This is an optimization exercise on Yosys and OpenROAD, whose aim is small area, not a production implementation. Where RTL was checked, it was by simulation tests only, not by an equivalence proof against the original. Only the layout flow was run in runs 1 and 2; the RTL was not checked for function there. Power figures rest on the tool's default switching activity, not on a simulated workload.

[flow/flow/run.sh]
#!/bin/bash
# Standard layout, with plain buf_1 cells as the port buffers.
set -euo pipefail
export BUFFER_PORTS_ARGS="-buffer_cell sky130_fd_sc_hd__buf_1"
bash standard.sh > standard_flow.log 2>&1
[flow/standard.sh]
#!/bin/bash
# synth_recipe.tcl (not shown) runs the flow's synth.tcl, then flattens the netlist and writes it again
# the make line also repeats each setting of config.mk as NAME=value (left out here)
make -C /OpenROAD-flow-scripts/flow DESIGN_CONFIG=/design/flow/config.mk WORK_HOME=/design/flow/orfs CLKGATE_MAP_FILE= SYNTH_SCRIPT=/design/flow/synth_recipe.tcl "${@:-finish}"
[flow/config.mk]
export PLATFORM = sky130hd
export DESIGN_NAME = fft_scheduler
export DESIGN_NICKNAME = fft_scheduler
export VERILOG_FILES = /design/flow/design.v
export SDC_FILE = /design/flow/constraint.sdc
export NUM_CORES = 4
export LEC_CHECK = 0
export CAP_MARGIN = 20
export CORE_AREA = 10 10 410 410
export DIE_AREA = 0 0 420 420
export SLEW_MARGIN = 20
[flow/constraint.sdc]
create_clock -name core_clock -period 7.0 [get_ports {i_clk}]
set_input_delay 1.4000 -clock core_clock [delete_from_list [all_inputs] [get_ports {i_clk}]]
set_output_delay 1.4000 -clock core_clock [all_outputs]
set_load 0.01 [all_outputs]
[flow/design.v]
module fft_byte_avg #(
   parameter int W = 16
) (
   input  logic [W-1:0] a,
   input  logic [W-1:0] b,
   output logic [W-1:0] y
);
   localparam int H = W / 2;
   logic [H:0] sum_hi;
   logic [H:0] sum_lo;
   always_comb begin
      sum_hi = {1'b0, a[W-1:H]} + {1'b0, b[W-1:H]};
      sum_lo = {1'b0, a[H-1:0]} + {1'b0, b[H-1:0]};
      y      = {sum_hi[H:1], sum_lo[H:1]};
   end
endmodule
module fft_scheduler #(
   parameter int TIMEOUT = 255
) (
   input  logic          i_clk,
   input  logic          i_rst_n,
   input  logic          i_trigger,
   input  logic [1023:0] i_frame,
   output logic          o_fft_start,
   output logic [255:0]  o_fft_in,
   input  logic [255:0]  i_fft_out,
   input  logic          i_fft_valid,
   output logic [255:0]  o_freqs,
   output logic          o_done,
   output logic          o_busy,
   output logic [3:0]    o_timeout,
   output logic          o_overrun
);
   localparam int W  = 16;
   localparam int FW = 256;
   localparam int HW = 128;
   localparam int CW = 8;   
   logic            st_idle, st_start, st_wait, st_store, st_avg, st_done;
   logic            busy;       
   logic            keep_f;     
   logic            shift;      
   logic            hold;       
   logic [3:0]      slot;       
   logic            trig_prev;
   logic            trig_edge;
   logic [CW-1:0]   wait_cnt;
   logic            timeout_hit;
   logic            fin;
   logic [FW-1:0]   fr [4];
   logic [HW-1:0]   acc;
   logic [HW-1:0]   res;
   logic [HW-1:0]   avg;
   logic [2*HW-1:0] freqs;
   logic [3:0]      timeout_flags;
   logic            overrun;
   logic            ld_acc, keep_acc;
   logic            ld_r, keep_r;
   logic            n_idle, n_avg, n_shift;
   assign trig_edge   = i_trigger & ~trig_prev;
   assign timeout_hit = (wait_cnt == 8'h80);
   assign fin         = st_wait & (i_fft_valid | timeout_hit);
   assign res         = i_fft_valid ? i_fft_out[HW-1:0] : '0;
   assign n_idle  = st_done | (st_idle & ~trig_edge);
   assign n_avg   = st_store & slot[3];
   assign n_shift = fin & ~slot[3];
   always_ff @(posedge i_clk or negedge i_rst_n) begin
      if (!i_rst_n) begin
         st_idle  <= 1'b1;
         busy     <= 1'b0;
         st_start <= 1'b0;
         st_wait  <= 1'b0;
         st_store <= 1'b0;
         st_avg   <= 1'b0;
         keep_f   <= 1'b1;
         st_done  <= 1'b0;
         shift    <= 1'b0;
         hold     <= 1'b0;
      end else begin
         st_idle  <= n_idle;
         busy     <= ~n_idle;
         st_start <= (st_idle & trig_edge) | (st_store & ~slot[3]);
         st_wait  <= st_start | (st_wait & ~i_fft_valid & ~timeout_hit);
         st_store <= fin;
         st_avg   <= n_avg;
         keep_f   <= ~n_avg;
         st_done  <= st_avg;
         shift    <= n_shift;
         hold     <= ~n_idle & ~n_shift;
      end
   end
   assign o_fft_start = st_start;
   assign o_done      = st_done;
   assign o_busy      = busy;
   always_ff @(posedge i_clk or negedge i_rst_n) begin
      if (!i_rst_n) begin
         trig_prev     <= 1'b0;
         overrun       <= 1'b0;
         timeout_flags <= '0;
         freqs         <= '0;
      end else begin
         trig_prev <= i_trigger;
         overrun   <= trig_edge & busy;
         if (st_idle) begin
            if (trig_edge) timeout_flags <= '0;
         end else if (st_wait && !i_fft_valid && timeout_hit) begin
            timeout_flags <= timeout_flags | slot;
         end
         freqs <= ({2*HW{st_avg}} & {fr[3][0 +: HW], fr[1][0 +: HW]}) |
                  ({2*HW{keep_f}} & freqs);
      end
   end
   assign ld_acc   = st_wait & (slot[0] | slot[2]) & i_fft_valid;
   assign keep_acc = ~(fin & (slot[0] | slot[2]));
   assign ld_r     = fin & (slot[1] | slot[3]);
   assign keep_r   = busy & ~ld_r;
   always_ff @(posedge i_clk) begin
      wait_cnt <= st_wait ? {wait_cnt[6:0], ~(wait_cnt[7] ^ wait_cnt[5] ^ wait_cnt[4] ^ wait_cnt[3])}
                          : '0;
      if (st_idle) slot <= 4'b0001;
      else if (st_store) slot <= {slot[3] | slot[2], slot[1:0], 1'b0};
      acc <= ({HW{ld_acc}} & i_fft_out[HW-1:0]) | ({HW{keep_acc}} & acc);
      for (int r = 0; r < 3; r++)
         fr[r] <= ({FW{st_idle}} & i_frame[r*FW +: FW]) | ({FW{shift}} & fr[r+1]) |
                  ({FW{hold}} & fr[r]);
      fr[3][0 +: HW]  <= ({HW{st_idle}} & i_frame[3*FW +: HW]) | ({HW{ld_r}} & avg) |
                         ({HW{keep_r}} & fr[3][0 +: HW]);
      fr[3][HW +: HW] <= ({HW{st_idle}} & i_frame[3*FW+HW +: HW]) | ({HW{busy}} & fr[3][HW +: HW]);
   end
   for (genvar k = 0; k < 8; k++) begin : g_bin
      fft_byte_avg #(.W(W)) u_avg (
         .a (acc[k*W +: W]),
         .b (res[k*W +: W]),
         .y (avg[k*W +: W])
      );
   end
   assign o_fft_in  = fr[0];
   assign o_freqs   = freqs;
   assign o_timeout = timeout_flags;
   assign o_overrun = overrun;
endmodule
==> results of run 1 <==
-- cell usage after synthesis, types with 15 or more instances --
library cell,instances,area share
o21ai_0,47,0.0043
a21o_1,18,0.0025
nand3_1,75,0.0069
xnor2_1,33,0.0053
a41o_1,15,0.0028
o21bai_1,16,0.0022
nor2_1,27,0.0019
a32oi_1,65,0.010
o31a_1,15,0.0024
dfrtp_1,270,0.12
and3_1,17,0.0019
a222oi_1,768,0.14
o31ai_1,15,0.0021
and2_1,108,0.012
ha_1,112,0.026
xor2_1,21,0.0034
o21a_1,45,0.0062
o21ai_1,38,0.0035
a22o_1,513,0.082
dfxtp_1,1164,0.43
inv_1,819,0.056
nand2_1,86,0.0059
buf_1,47,0.0032
clkbuf_1,371,0.026
nor2b_1,32,0.0037
nor3_1,15,0.0014
nand4_1,15,0.0017
fa_1,16,0.0059
a221o_1,16,0.0029
a21oi_1,54,0.0050
o211ai_1,31,0.0043
-- kinds of logic after synthesis --
family	count (synthesis)	share of synthesized area
DFF	1436	0.552
AOI/OAI and AO/OA	1709	0.280
muxes	2	0.000367
adders and majority gates	128	0.0316
buffers and inverters	1263	0.0889
and+or+nand+nor	395	0.0385
xor gates and xnor gates	54	0.00867
==> summary.md, run 1 <==
| Metric | Value |
|---|---|
| Syn Area/Cell | `roughly 11 sq um` |
| Synth warnings | `3` |
| Run status | `aborted with a tool error` |
| Starting Density | `0.344` |
| Die width | `between 400 and 500 um` |
| Netlist cell types | `53` |
| Site Rows | `146` |
| Async set-reset flop share out of synthesis | `0.189` |
| Seq/Total Area, Yosys | `0.552` |
| Post-synthesis cell count | `about 5000` |
| Cell Area, Synth | `around 0.055 sq mm` |
| Exit stage | `3_2_place_iop` |
| Die Y | `420 um` |
| Tool error message | `[ERROR PPL-0024] Number of IO pins (1804) exceeds maximum number of available positions (1520). Increase the die perimeter from 1680.00um to 2453.44um.` |
| Synthesized flop and latch total | `about 1400` |
| Post-synth EDFFs | `0` |
| Synthesized net count | `around 6400` |
| Top_reg_cell synth | `dfxtp_1` |
==> run 2, diff against run 1 <==
--- a/flow/design.v
+++ b/flow/design.v
@@ -6,12 +6,16 @@
    output logic [W-1:0] y
 );
    localparam int H = W / 2;
-   logic [H:0] sum_hi;
-   logic [H:0] sum_lo;
-   always_comb begin
-      sum_hi = {1'b0, a[W-1:H]} + {1'b0, b[W-1:H]};
-      sum_lo = {1'b0, a[H-1:0]} + {1'b0, b[H-1:0]};
-      y      = {sum_hi[H:1], sum_lo[H:1]};
+   for (genvar l = 0; l < 2; l++) begin : g_lane
+      logic [H-1:0] c;
+      logic [H-1:0] s;
+      assign s[0] = a[l*H] ^ b[l*H];
+      assign c[0] = a[l*H] & b[l*H];
+      for (genvar j = 1; j < H; j++) begin : g_bit
+         assign s[j] = a[l*H+j] ^ b[l*H+j] ^ c[j-1];
+         assign c[j] = (a[l*H+j] & b[l*H+j]) | (c[j-1] & (a[l*H+j] ^ b[l*H+j]));
+      end
+      assign y[l*H +: H] = {c[H-1], s[H-1:1]};
    end
 endmodule
 module fft_scheduler #(
--- a/flow/config.mk
+++ b/flow/config.mk
@@ -6,6 +6,6 @@
 export NUM_CORES = 4
 export LEC_CHECK = 0
 export CAP_MARGIN = 20
-export CORE_AREA = 10 10 410 410
-export DIE_AREA = 0 0 420 420
+export CORE_AREA = 10 10 670 670
+export DIE_AREA = 0 0 680 680
 export SLEW_MARGIN = 20
==> run 2 against run 1 <==
Now clean on timing, DRC and antenna. Synthesized area shrank 2.4%. Synthesized cell count decreased by 4.4%.
==> summary.md, run 2 <==
| Metric | Value |
|---|---|
| Run status | `no timing/DRC/antenna violations` |
| Total die area | `0.462 sq mm` |
| Total Routing Usage GR | `0.155` |
| Top_reg_cell synth | `dfxtp_1` |
| Largest regs | `fr x1024, freqs x256, acc x128` |
| Clock Latency Late Sink | `0.88 ns` |
| Post-synth EDFFs | `0 (unchanged)` |
| Worst-path cell chain | `clkbuf_4 > buf_12 > nand3_1 > fa_1 > fa_1 > fa_1 > fa_1 > fa_1 > fa_1 > inv_1 > fa_1 > nand3_1 > o21ai_0 > a31o_1` |
| Share of the synthesized area in the top cell type | `0.438 (+0.0107)` |
| WP data required | `between 7 and 8 ns` |
| Power Density | `approximately 250 mW/mm^2` |
| Fin. Hold Viols | `0` |
| Setup TNS | `0 ns` |
| Setup CP Type | `in2reg` |
| Dpl cells | `11800` |
| Drt initial violations | `around 8600` |
| TritonCTS clock tree | `yes` |
| WP data arrival | `a little under 6 ns` |
| Fin Hold WS | `around 0.47 ns` |
| Slew Limit Fails | `0` |
| Detail-routed net length per standard cell | `31.3 um` |
| DR vias/cell | `just over 4` |
| Finished Layout Cells | `12200` |
| Ranking of synthesized cells by area | `dfxtp_1 (44%), a222oi_1 (14%), dfrtp_1 (13%)` |
| CP endpoint kind | `flop` |
| FF/Latch Area | `~0.03 sq mm` |
| Starting Density | `0.123 (-0.221)` |
| Floorplan Core Area | `0.434 sq mm` |
| Root Driver | `clkbuf_16` |
| Drt first pass iters | `15` |
| Fraction of the cycle the final worst path needs | `0.736` |
| Netlist cell types | `35 (-34%)` |
| First-pass GRT wire length | `just under 500000 um` |
| Vias in the first global route | `46200` |
| Clk slew on worst S/H paths | `~0.06 ns` |
| Post-CTS Resized | `0` |
| Syn Area/Cell | `11.2 sq um (+2.1%)` |
| Lkg Pwr | `0.0306 uW` |
| Crit path max-delay family | `adder cells` |
| GP Congestion | `~0.93` |
| Post-synthesis cell count | `4767 (-4.4%)` |
| Footprint of the multi-input gates | `0.0180 sq mm` |
| Fraction of layout cells with a size suffix above 1 | `0.0622` |
| Final setup viols | `0` |
| Slew margin rel. | `0.0824` |
| I/O pin cnt | `1804` |
| Area grow syn2layout | `34.7%` |
| CTS buffer count | `approximately 170` |
| Max-cap viol count | `0` |
| Commonest cells in the synthesized netlist | `dfxtp_1 (1164), inv_1 (886), a222oi_1 (768), a22o_1 (513), clkbuf_1 (373)` |
| Layout Nets | `7629` |
| Site Rows | `242 (+66%)` |
| Top-count cell post-synth | `dfxtp_1` |
| Synthesized flop and latch total | `1436 (unchanged)` |
| Die Y | `680 um (+62%)` |
| Post-route DRC | `0` |
| CP max stage delay | `roughly 0.48 ns` |
| Synthesized net count | `6163 (-3.7%)` |
| Crit-path max FO | `between 40 and 50` |
| FILL cells | `48800` |
| Hpwl dp | `between 300000 and 400000 um` |
| Sink Count | `1436` |
| Placed Area | `around 0.066 sq mm` |
| VDD IR max | `around 0.2 mV` |
| Pwr Total | `~18000 uW` |
| Worst-case clock buffer depth | `4` |
| Most frequent cells in the layout | `buf_1 (1664), dfxtp_1 (1164), inv_1 (886)` |
| Hold Path Class | `reg2reg` |
| Most frequent CP cell | `fa_1` |
| Port Buffers | `between 1500 and 2000` |
| Top reg by flops | `fr` |
| CP bufs+invs | `3` |
| Slew @ Worst Pin | `1.38 ns` |
| Cell Area, Synth | `0.0532 sq mm (-2.4%)` |
| Routed Wire Length | `around 380000 um` |
| Design area | `~0.072 sq mm` |
| Largest net degree at the start of global routing | `around 200` |
| Critical Path Start Type | `input pin` |
| Number of antenna violations at the first check in global routing | `approximately 190` |
| Async set-reset flop share out of synthesis | `0.189 (unchanged)` |
| F_max | `approximately 0.19 GHz` |
| Post-CTS Setup Bufs | `0` |
| Max FFs per register | `between 1000 and 1500` |
| Hold_buf cts | `0` |
| Tmin final | `approximately 5.2 ns` |
| RSZ-0062 raised after global routing | `false` |
| Vias | `around 50000` |
| Post-route ant nets | `0` |
| Area leader, netlist | `dfxtp_1` |
| Slowest stage cell, crit path | `fa_1` |
| Global route overflow | `0` |
| Seq/Total Area, Yosys | `0.566 (+0.0138)` |
| Synth warnings | `2 (-1)` |
| Htree depth | `4` |
| Commonest non-fill, non-tap cell in the layout | `buf_1` |
| Fin Clk Skew | `0.0502 ns` |
| Die width | `680 um (+62%)` |
-- run 2: per-layer routing --
layer  wire length (um)  GRT usage  share of wire  up-vias
met5                402          0         0.0011        -
met4              16900     0.0577          0.044       64
met3              52500     0.0826           0.14      693
met2             177000      0.254           0.46     3039
met1             134000      0.169           0.35    24900
li1                   -          -              -    21100
-- run 2: final timing paths --
| kind | start | to | slack, ns | cells after the start |
|---|---|---|---|---|
| setup reg to reg | acc[56]$_DFF_P_ | fr[3][62]$_DFF_P_ | 2.68 | 12 |
| hold reg to reg | fr[2][204]$_DFF_P_ | fr[1][204]$_DFF_P_ | 0.47 | 2 |
| setup / recovery | i_fft_valid | fr[3][110]$_DFF_P_ | 1.84 | 14 |
| hold / removal | fr[2][204]$_DFF_P_ | fr[1][204]$_DFF_P_ | 0.47 | 2 |
| max in group asynchronous | i_rst_n | freqs[28]$_DFF_PN0_ | 5.02 | 2 |
| min in group asynchronous | i_rst_n | freqs[58]$_DFF_PN0_ | 0.58 | 1 |
-- run 2: logic make-up (layout without fill, tap and decap cells) --
kind of cell             count (synthesis)  after routing  share of synthesized area
XOR/XNOR                                 3              3                   0.000494
adder cells (fa/ha/maj)                112            112                     0.0421
multiplexers                             2              2                   0.000376
flip-flops                            1436           1436                      0.566
AND/OR/NAND/NOR                        321            321                     0.0262
other                                    0             93                          0
AO/OA/AOI/OAI                         1547           1547                      0.267
buffers and inverters                 1346           2947                     0.0979
-- run 2: power breakdown --
| part | switching (uW) | internal, uW |
|---|---|---|
| clock network | 3920 | 5260 |
| registers | 23.0 | 8200 |
| logic | 555 | 220 |
-- run 2: final cells by class --
class / count / share of cell area
clock inverters: 55 / 0.00923
clock buffers: 253 / 0.0698
multi-input cells: 1985 / 0.251
diodes: 93 / 0.00325
well taps: 5734 / 0.100
repair buffers: 1753 / 0.100
inverters: 886 / 0.0464
flip-flops and latches: 1436 / 0.420
-- run 2: through the flow --
stage / utilization / worst slack [ns]
after global routing: 0.165 / 1.75
after floorplan: - / 1.30
after detailed placement: 0.151 / 1.05
final: 0.165 / 1.84
after global placement: 0.151 / 1.03
after CTS: 0.165 / 1.99
-- run 2: worst register-to-register path, stage by stage (launching register included) --
cell     delay, ns
dfxtp_1       0.34
nand3_1       0.11
fa_1          0.46
fa_1          0.47
fa_1          0.47
fa_1          0.58
fa_1          0.49
fa_1          0.40
inv_1         0.10
fa_1          0.42
nand3_1       0.08
o21ai_0       0.09
a31o_1        0.20
==> run 3, diff against run 2 <==
--- a/flow/design.v
+++ b/flow/design.v
@@ -6,16 +6,12 @@
    output logic [W-1:0] y
 );
    localparam int H = W / 2;
-   for (genvar l = 0; l < 2; l++) begin : g_lane
-      logic [H-1:0] c;
-      logic [H-1:0] s;
-      assign s[0] = a[l*H] ^ b[l*H];
-      assign c[0] = a[l*H] & b[l*H];
-      for (genvar j = 1; j < H; j++) begin : g_bit
-         assign s[j] = a[l*H+j] ^ b[l*H+j] ^ c[j-1];
-         assign c[j] = (a[l*H+j] & b[l*H+j]) | (c[j-1] & (a[l*H+j] ^ b[l*H+j]));
-      end
-      assign y[l*H +: H] = {c[H-1], s[H-1:1]};
+   logic [H:0] sum_hi;
+   logic [H:0] sum_lo;
+   always_comb begin
+      sum_hi = {1'b0, a[W-1:H]} + {1'b0, b[W-1:H]};
+      sum_lo = {1'b0, a[H-1:0]} + {1'b0, b[H-1:0]};
+      y      = {sum_hi[H:1], sum_lo[H:1]};
    end
 endmodule
 module fft_scheduler #(
@@ -38,7 +34,7 @@
    localparam int W  = 16;
    localparam int FW = 256;
    localparam int HW = 128;
-   localparam int CW = 8;   
+   localparam int CW = $clog2(TIMEOUT + 1);
    logic            st_idle, st_start, st_wait, st_store, st_avg, st_done;
    logic            busy;       
    logic            keep_f;     
@@ -61,7 +57,7 @@
    logic            ld_r, keep_r;
    logic            n_idle, n_avg, n_shift;
    assign trig_edge   = i_trigger & ~trig_prev;
-   assign timeout_hit = (wait_cnt == 8'h80);
+   assign timeout_hit = (wait_cnt == CW'(TIMEOUT - 1));
    assign fin         = st_wait & (i_fft_valid | timeout_hit);
    assign res         = i_fft_valid ? i_fft_out[HW-1:0] : '0;
    assign n_idle  = st_done | (st_idle & ~trig_edge);
@@ -118,8 +114,7 @@
    assign ld_r     = fin & (slot[1] | slot[3]);
    assign keep_r   = busy & ~ld_r;
    always_ff @(posedge i_clk) begin
-      wait_cnt <= st_wait ? {wait_cnt[6:0], ~(wait_cnt[7] ^ wait_cnt[5] ^ wait_cnt[4] ^ wait_cnt[3])}
-                          : '0;
+      wait_cnt <= st_wait ? wait_cnt + 1'b1 : '0;
       if (st_idle) slot <= 4'b0001;
       else if (st_store) slot <= {slot[3] | slot[2], slot[1:0], 1'b0};
       acc <= ({HW{ld_acc}} & i_fft_out[HW-1:0]) | ({HW{keep_acc}} & acc);
==> flow/run.sh (new file) <==
#!/bin/bash
# synth_recipe.tcl (not shown) runs the flow's synth.tcl, then flattens the netlist and writes it again
# the make line also repeats each setting of config.mk as NAME=value (left out here)
make -C /OpenROAD-flow-scripts/flow DESIGN_CONFIG=/design/flow/config.mk WORK_HOME=/design/flow/orfs CLKGATE_MAP_FILE= SYNTH_SCRIPT=/design/flow/synth_recipe.tcl finish
removed: flow/flow/run.sh
removed: flow/standard.sh
==> run 3 against run 2 <==
Still clean. Synthesized cell count rose by 5.8%. Synthesized area rose by 2.5%. Non-clock buffer count fell by 28. Critical path type is now reg2out.
==> summary.md, run 3 <==
| Metric | Value |
|---|---|
| Seq/Total Area, Yosys | `0.552 (-0.0139)` |
| Lkg Pwr | `0.0367 uW (+20%)` |
| Max FFs per register | `1024 (unchanged)` |
| Async set-reset flop share out of synthesis | `0.189 (unchanged)` |
| Worst-path cell chain | `clkdlybuf4s50_1` |
| RSZ-0062 raised after global routing | `false` |
| Slew Limit Fails | `0 (unchanged)` |
| Drt first pass iters | `13 (-2)` |
| First-pass GRT wire length | `479000 um (-0.36%)` |
| Total Routing Usage GR | `0.153 (-0.00220)` |
| CP max stage delay | `0.85 ns (+0.37 ns)` |
| Top-count cell post-synth | `dfxtp_1` |
| I/O pin cnt | `1804 (unchanged)` |
| CP bufs+invs | `1 (-2)` |
| Post-route DRC | `0 (unchanged)` |
| Fraction of the cycle the final worst path needs | `0.536 (-0.200)` |
| Detail-routed net length per standard cell | `30.2 um (-3.4%)` |
| Number of antenna violations at the first check in global routing | `175 (-5.4%)` |
| Setup CP Type | `reg2out` |
| DR vias/cell | `4.09 (+0.14%)` |
| Critical Path Start Type | `flop` |
| FILL cells | `47800 (-2.1%)` |
| Hpwl dp | `305000 um (-3.2%)` |
| Most frequent cells in the layout | `clkdlybuf4s50_1 (1672), dfxtp_1 (1164), inv_1 (834)` |
| Drt initial violations | `7480 (-13%)` |
| Largest regs | `fr x1024, freqs x256, acc x128` |
| Crit-path max FO | `42 (-2.3%)` |
| Floorplan Core Area | `0.434 sq mm (unchanged)` |
| WP data required | `5.60 ns (-2.14 ns)` |
| Ranking of synthesized cells by area | `dfxtp_1 (43%), a222oi_1 (14%), dfrtp_1 (12%)` |
| Clk slew on worst S/H paths | `0.06 ns (about the same)` |
| Post-synth EDFFs | `0 (unchanged)` |
| Area grow syn2layout | `53.5%` |
| WP data arrival | `2.35 ns (-3.54 ns)` |
| Max-cap viol count | `0 (unchanged)` |
| Post-CTS Setup Bufs | `0 (unchanged)` |
| Commonest non-fill, non-tap cell in the layout | `clkdlybuf4s50_1` |
| Footprint of the multi-input gates | `0.0196 sq mm (+9.2%)` |
| Power Density | `229 mW/mm^2 (-9.9%)` |
| Slew margin rel. | `0.168 (+0.0855)` |
| Site Rows | `242 (unchanged)` |
| Tmin final | `3.75 ns (-1.40 ns)` |
| Post-synthesis cell count | `5042 (+5.8%)` |
| Share of the synthesized area in the top cell type | `0.427 (-0.0108)` |
| Vias in the first global route | `48400 (+4.7%)` |
| GP Congestion | `0.931 (-0.24%)` |
| Commonest cells in the synthesized netlist | `dfxtp_1 (1164), inv_1 (834), a222oi_1 (768), a22o_1 (513), clkbuf_1 (366)` |
| Run status | `no timing/DRC/antenna violations` |
| Root Driver | `clkbuf_16` |
| Crit path max-delay family | `flip-flops` |
| Final setup viols | `0 (unchanged)` |
| Fin Clk Skew | `0.0733 ns (+0.0231 ns)` |
| F_max | `0.266 GHz (+37%)` |
| Synthesized net count | `6456 (+4.8%)` |
| Post-route ant nets | `0 (unchanged)` |
| FF/Latch Area | `0.0301 sq mm (about the same)` |
| CTS buffer count | `181 (+5.8%)` |
| Setup TNS | `0 ns (unchanged)` |
| Routed Wire Length | `376000 um (-1.3%)` |
| Synthesized flop and latch total | `1436 (unchanged)` |
| Cell Area, Synth | `0.0546 sq mm (+2.5%)` |
| Die Y | `680 um (unchanged)` |
| VDD IR max | `0.203 mV (+2.1%)` |
| Total die area | `0.462 sq mm (unchanged)` |
| Top_reg_cell synth | `dfxtp_1` |
| Vias | `50900 (+2.3%)` |
| Fraction of layout cells with a size suffix above 1 | `0.0540 (-0.00822)` |
| CP endpoint kind | `output pin` |
| Largest net degree at the start of global routing | `172 (-14%)` |
| Layout Nets | `7921 (+3.8%)` |
| Starting Density | `0.126 (+0.00310)` |
| Netlist cell types | `45 (+29%)` |
| Area leader, netlist | `dfxtp_1` |
| Clock Latency Late Sink | `0.89 ns (about the same)` |
| Synth warnings | `3 (+1)` |
| Hold Path Class | `reg2reg` |
| Global route overflow | `0 (unchanged)` |
| Htree depth | `4 (unchanged)` |
| TritonCTS clock tree | `yes` |
| Slowest stage cell, crit path | `dfrtp_4` |
| Hold_buf cts | `0 (unchanged)` |
| Fin. Hold Viols | `0 (unchanged)` |
| Die width | `680 um (unchanged)` |
| Final WS setup | `3.25 ns (+1.40 ns)` |
| Syn Area/Cell | `10.8 sq um (-3.1%)` |
| Sink Count | `1436 (unchanged)` |
| Top reg by flops | `fr` |
| Port Buffers | `1675 (unchanged)` |
| Slew @ Worst Pin | `1.25 ns (-0.128 ns)` |
| Worst-case clock buffer depth | `4 (unchanged)` |
| Post-CTS Resized | `0 (unchanged)` |
| Pre-CTS setup slack | `2.78 ns (+1.73 ns)` |
==> run 3: cell type report <==
cell class              instances  area share
diodes                         66     0.00197
clock buffers                 253      0.0621
clock inverters                75      0.0104
inverters                     834      0.0374
multi-input cells            2329       0.234
flip-flops and latches       1436       0.360
well taps                    5734      0.0857
repair buffers               1725       0.209
==> run 3: kinds of logic (layout without fill, tap and decap cells) <==
family / after synthesis / in the layout / synth area share
flops: 1436 / 1436 / 0.552
mux: 2 / 2 / 0.000367
compound gates: 1730 / 1730 / 0.277
simple gates: 383 / 383 / 0.0362
buf+inv: 1277 / 2887 / 0.0896
other cells: 0 / 66 / 0
fa+ha+maj: 130 / 130 / 0.0320
xor+xnor: 84 / 84 / 0.0135
==> run 3: routing by layer <==
metal	vias up	global-route usage	routed length, um
met1	25300	0.157	130000
met2	2502	0.269	186000
li1	22300	-	-
met5	-	0	522
met3	674	0.0620	38800
met4	82	0.0727	21200
==> run 3: worst paths after layout <==
| path | from | to | slack, ns | depth (start not counted) |
|---|---|---|---|---|
| worst max-delay path | busy$_DFF_PN0_ | o_busy | 3.25 | 1 |
| worst min-delay path | fr[3][223]$_DFF_P_ | fr[3][223]$_DFF_P_ | 0.47 | 1 |
| worst max register to register | hold$_DFF_PN0_ | fr[2][135]$_DFF_P_ | 4.10 | 4 |
| worst min register to register | fr[3][223]$_DFF_P_ | fr[3][223]$_DFF_P_ | 0.47 | 1 |
| max in group asynchronous | i_rst_n | st_avg$_DFF_PN0_ | 5.12 | 2 |
| min in group asynchronous | i_rst_n | freqs[71]$_DFF_PN0_ | 0.50 | 1 |
==> run 3: through the flow <==
step	hold WS, ns	instance area, sq um	power [uW]	util	std cells
floorplan	0.406	54600	8680	-	5042
global placement	0.452	77500	9570	0.179	12100
detailed placement	0.451	77500	9570	0.179	12100
CTS	0.432	83600	19400	0.193	12400
global route	0.468	83700	19700	0.193	12400
finish	0.468	83800	19100	0.193	12500
==> run 3: where the power goes <==
part | leakage, uW | total, uW | switching (uW) | internal, uW
Sequential | 0.0131 | 8230 | 31.6 | 8200
Clock | 0.00297 | 9730 | 4070 | 5670
Combinational | 0.0205 | 1170 | 518 | 656
Total | 0.0367 | 19100 | 4610 | 14500

==> re-timing with driven ports <==
Ports are ideal in the flow. The routed layouts listed here were re-timed in OpenROAD. Step 1 sets driving cells, clkbuf_16 on the clock port and buf_2 on the other inputs (assumed; they add their load-dependent delay and slew). Step 2 times the ports against the registers' clock, not the clock port: input delays grow and output delays shrink by t, the midpoint of the rising clock arrivals with the driver on. a / b / c = ideal / step 1 / step 2; a / b = the first two.
run	shift t [ns]	setup WS [ns]	hold slack, ns	worst setup path after step 2	worst slew at a driven data input, ns
run 2	0.945	1.845 / 1.907 / 0.962	0.470 / 0.470 / 0.470	input to register	0.48
run 3	0.940	3.247 / 3.159 / 2.775	0.468 / 0.463 / 0.468	input to register	0.52
After both steps every run listed still meets setup and hold. For run 2, which loses most, drivers alone change the setup slack by +0.062 ns; drivers and shift together by -0.883 ns.
